This design comes from an exercise in tuning for small area on the open sky130 flow, not from production work.
In this exercise RTL edits were held to simulation tests only and were not proved equivalent to the original.
Power and IR drop assume default switching activity.

== build 63 ==
==> flow/design.v (excerpt) <==
module aos_sr_top (
  input  logic          clk,
  input  logic          rst,
  input  logic          sr_req_valid,
  input  logic          sr_req_iswrite,
  input  logic [31:0]   sr_req_addr,
  input  logic [63:0]   sr_req_data,
  output logic          sr_resp_valid,
  output logic [63:0]   sr_resp_data,
  output logic [1023:0] cfg_regs,
  output logic          app_wr_valid,
  output logic [3:0]    app_wr_idx,
  output logic [63:0]   app_wr_data,
  output logic          app_rd_valid,
  output logic [3:0]    app_rd_idx,
  input  logic          app_rd_ack,
  input  logic [63:0]   app_rd_data,
  output logic          err_sticky,
  output logic [15:0]   drop_count
);
export LEC_CHECK = 0
export CAP_MARGIN = 20
export CORE_MARGIN = 2
export CORE_UTILIZATION = 35
export SLEW_MARGIN = 20
export SYNTH_HIERARCHICAL = 1
export BUFFER_PORTS_ARGS = -buffer_cell sky130_fd_sc_hd__buf_1
export CTS_ARGS = -sink_clustering_enable -repair_clock_nets -dont_use_dummy_load -buf_list sky130_fd_sc_hd__clkbuf_16 -sink_clustering_size 30 -sink_clustering_max_diameter 70
create_clock -name core_clock -period 5.0 [get_ports {clk}]
standard.sh (not shown) runs the stock make flow with config.mk's settings and CLKGATE_MAP_FILE= SYNTH_SCRIPT=/design/flow/synth_recipe.tcl, a recipe that flattens the netlist after the stock synthesis.
==> flow/flow/run.sh <==
#!/bin/bash
# Layout: the standard ORFS flow (standard.sh, with the standard synthesis unchanged),
# with two changes to how the layout is built:
#  - port buffers use the smallest buffer cell (buf_1) instead of the resizer's default pick;
#  - CTS clusters more sinks per leaf buffer and inserts no dummy balancing loads.
set -euo pipefail
cat >> config.mk <<'EOC'
export BUFFER_PORTS_ARGS = -buffer_cell sky130_fd_sc_hd__buf_1
export CTS_ARGS = -sink_clustering_enable -repair_clock_nets -dont_use_dummy_load -buf_list sky130_fd_sc_hd__clkbuf_16 -sink_clustering_size 30 -sink_clustering_max_diameter 70
EOC
bash standard.sh synth > synth.log 2>&1
bash standard.sh finish > layout.log 2>&1
Build 63 went all the way through synthesis, placement and routing and the layout is clean on timing, DRC and antenna.
> inputs changed (build 63 -> build 67)
- setting PLACE_DENSITY to 0.8 for the first time
- changing CTS_ARGS from -sink_clustering_enable -repair_clock_nets -dont_use_dummy_load -buf_list sky130_fd_sc_hd__clkbuf_16 -sink_clustering_size 30 -sink_clustering_max_diameter 70 to -sink_clustering_enable -repair_clock_nets -dont_use_dummy_load -buf_list sky130_fd_sc_hd__clkbuf_16 -sink_clustering_size 25 -sink_clustering_max_diameter 100
-- flow/flow/run.sh --
<<< build 63, line 9
export CTS_ARGS = -sink_clustering_enable -repair_clock_nets -dont_use_dummy_load -buf_list sky130_fd_sc_hd__clkbuf_16 -sink_clustering_size 30 -sink_clustering_max_diameter 70
>>> build 67, line 9
export CTS_ARGS = -sink_clustering_enable -repair_clock_nets -dont_use_dummy_load -buf_list sky130_fd_sc_hd__clkbuf_16 -sink_clustering_size 25 -sink_clustering_max_diameter 100
- Re I/O pin count: no difference whatsoever between build 67 and build 63.
- Build 67 vs build 63, source of the critical timing path: sr_req_addr[11] vs sr_req_addr[10]
- Summary — detailed-router iteration count before antenna repair, build 67 relative to build 63: higher, by 3.
- After detailed routing, build 63 needs less wire than build 67.
- Changes observed in build 67 relative to build 63: total net switching power fell by about 2.5%, worst ir drop on vdd increased 0.026 mV, share of cell area taken by multi-input logic gates increased 0.34 points.
- From build 63 to build 67 the numbers moved as follows: number of global-route vias before repair went up, share of total power in sequential cells went up.
> inputs changed (build 67 -> build 56)
- PLACE_DENSITY removed (was 0.8)
==> comparison <==
Build 56 completed every stage of the flow, and the final layout passed the timing, design-rule and antenna checks. Changes observed in build 56 relative to build 67: critical path depth increased 1, areal power density over the cells decreased 2.1 nW/um^2, first-iteration DRC count decreased 3,235. Slowest cell on the critical path: sky130_fd_sc_hd__nor4_1 -> build 67, sky130_fd_sc_hd__nor2_1 -> build 56.
Modified inputs, build 73 compared to build 56
- an added CTS_BUF_LIST of sky130_fd_sc_hd__clkbuf_16
- an added CTS_CLUSTER_SIZE of 30
- an added CTS_CLUSTER_DIAMETER of 80
- a deleted CTS_ARGS that had been -sink_clustering_enable -repair_clock_nets -dont_use_dummy_load -buf_list sky130_fd_sc_hd__clkbuf_16 -sink_clustering_size 25 -sink_clustering_max_diameter 100
- a deleted BUFFER_PORTS_ARGS that had been -buffer_cell sky130_fd_sc_hd__buf_1
==> flow/run.sh (new file) <==
#!/bin/bash
# synth_recipe.tcl (not shown) runs the flow's synth.tcl, then flattens the netlist and writes it again
# the make line also repeats each setting of config.mk as NAME=value (left out here)
make -C /OpenROAD-flow-scripts/flow DESIGN_CONFIG=/design/flow/config.mk WORK_HOME=/design/flow/orfs CLKGATE_MAP_FILE= SYNTH_SCRIPT=/design/flow/synth_recipe.tcl finish
removed: flow/flow/run.sh
removed: flow/standard.sh
Findings:
Between build 73 and build 56, it is build 73 whose power density over cell area is lower, by 3.3%. After detailed routing, build 56 needs less wire than build 73. Comparing build 56 against build 73, there is no change at all in number of sequential storage elements. In build 73, share of the clock period used by the worst path after layout is higher than in build 56. Compared with build 56, in build 73 total number of vias lost 263, final cell count climbed 69, layout-stage area growth over the synthesis result picked up an extra 17 points.
The inputs of build 19 differ from those of build 73 as listed below.
- CTS_ARGS newly set to -sink_clustering_enable -repair_clock_nets -dont_use_dummy_load -buf_list sky130_fd_sc_hd__clkbuf_16 -sink_clustering_size 30 -sink_clustering_max_diameter 80
- BUFFER_PORTS_ARGS newly set to -buffer_cell sky130_fd_sc_hd__buf_1
- CTS_CLUSTER_DIAMETER removed (was 80)
- CTS_BUF_LIST removed (was sky130_fd_sc_hd__clkbuf_16)
- CTS_CLUSTER_SIZE removed (was 30)
==> flow/flow/run.sh (new file) <==
#!/bin/bash
# Layout: the standard ORFS flow (standard.sh, with the standard synthesis unchanged),
# with two changes to how the layout is built:
#  - port buffers use the smallest buffer cell (buf_1) instead of the resizer's default pick;
#  - CTS clusters more sinks per leaf buffer and inserts no dummy balancing loads.
set -euo pipefail
cat >> config.mk <<'EOC'
export BUFFER_PORTS_ARGS = -buffer_cell sky130_fd_sc_hd__buf_1
export CTS_ARGS = -sink_clustering_enable -repair_clock_nets -dont_use_dummy_load -buf_list sky130_fd_sc_hd__clkbuf_16 -sink_clustering_size 30 -sink_clustering_max_diameter 80
EOC
bash standard.sh synth > synth.log 2>&1
bash standard.sh finish > layout.log 2>&1
==> flow/standard.sh (new file) <==
#!/bin/bash
# synth_recipe.tcl (not shown) runs the flow's synth.tcl, then flattens the netlist and writes it again
# the make line also repeats each setting of config.mk as NAME=value (left out here)
make -C /OpenROAD-flow-scripts/flow DESIGN_CONFIG=/design/flow/config.mk WORK_HOME=/design/flow/orfs CLKGATE_MAP_FILE= SYNTH_SCRIPT=/design/flow/synth_recipe.tcl "${@:-finish}"
removed: flow/run.sh
## What came out
Reported for build 73 and build 19, post-route antenna net violation count turned out identical to the last digit. Between build 73 and build 19, worst supply voltage drop on vdd is lower for build 73, build 19 comes in above that. Compared with build 73, in build 19 transition time of the tightest slew-check pin now sits higher; utilization now sits lower. Cmp build 73 and build 19 / worst setup slack / higher: build 19.

## what the ideal ports hide
How much do the figures lean on ideal ports? The routed layouts below were timed once more, with nothing changed but the port constraints. Step 1: set_driving_cell puts a clkbuf_16 on clk and a buf_2 on each other input, an assumption about the parent block. Step 2, shift: input delay + t, output delay - t, t = (earliest + latest rising clock arrival at the registers) / 2. This alone moves slack from input paths to output paths. Three values: ideal ports, drivers, drivers and shift; two values: the first two.
| run | t, ns | setup WS [ns] | worst setup path after step 2 | slew at the worst register clock pin (ns) | worst slew at a driven data input, ns |
|---|---|---|---|---|---|
| build 63 | 0.799 | 0.798 / 0.854 / 0.055 | input to register | 0.12 / 0.12 | 0.28 |
| build 67 | 0.735 | 0.317 / 0.324 / -0.411 | input to register | 0.11 / 0.11 | 0.27 |
| build 56 | 0.763 | 0.781 / 0.838 / 0.075 | input to register | 0.11 / 0.11 | 0.27 |
| build 73 | 0.815 | 0.506 / 0.559 / -0.256 | input to register | 0.12 / 0.12 | 0.30 |
| build 19 | 0.779 | 0.796 / 0.854 / 0.074 | input to register | 0.12 / 0.12 | 0.31 |
With both steps, setup timing fails in build 67 and build 73, where it was met with ideal ports. The setup slack of build 73, which loses most, moves by +0.053 ns with the drivers and by -0.762 ns with both steps.
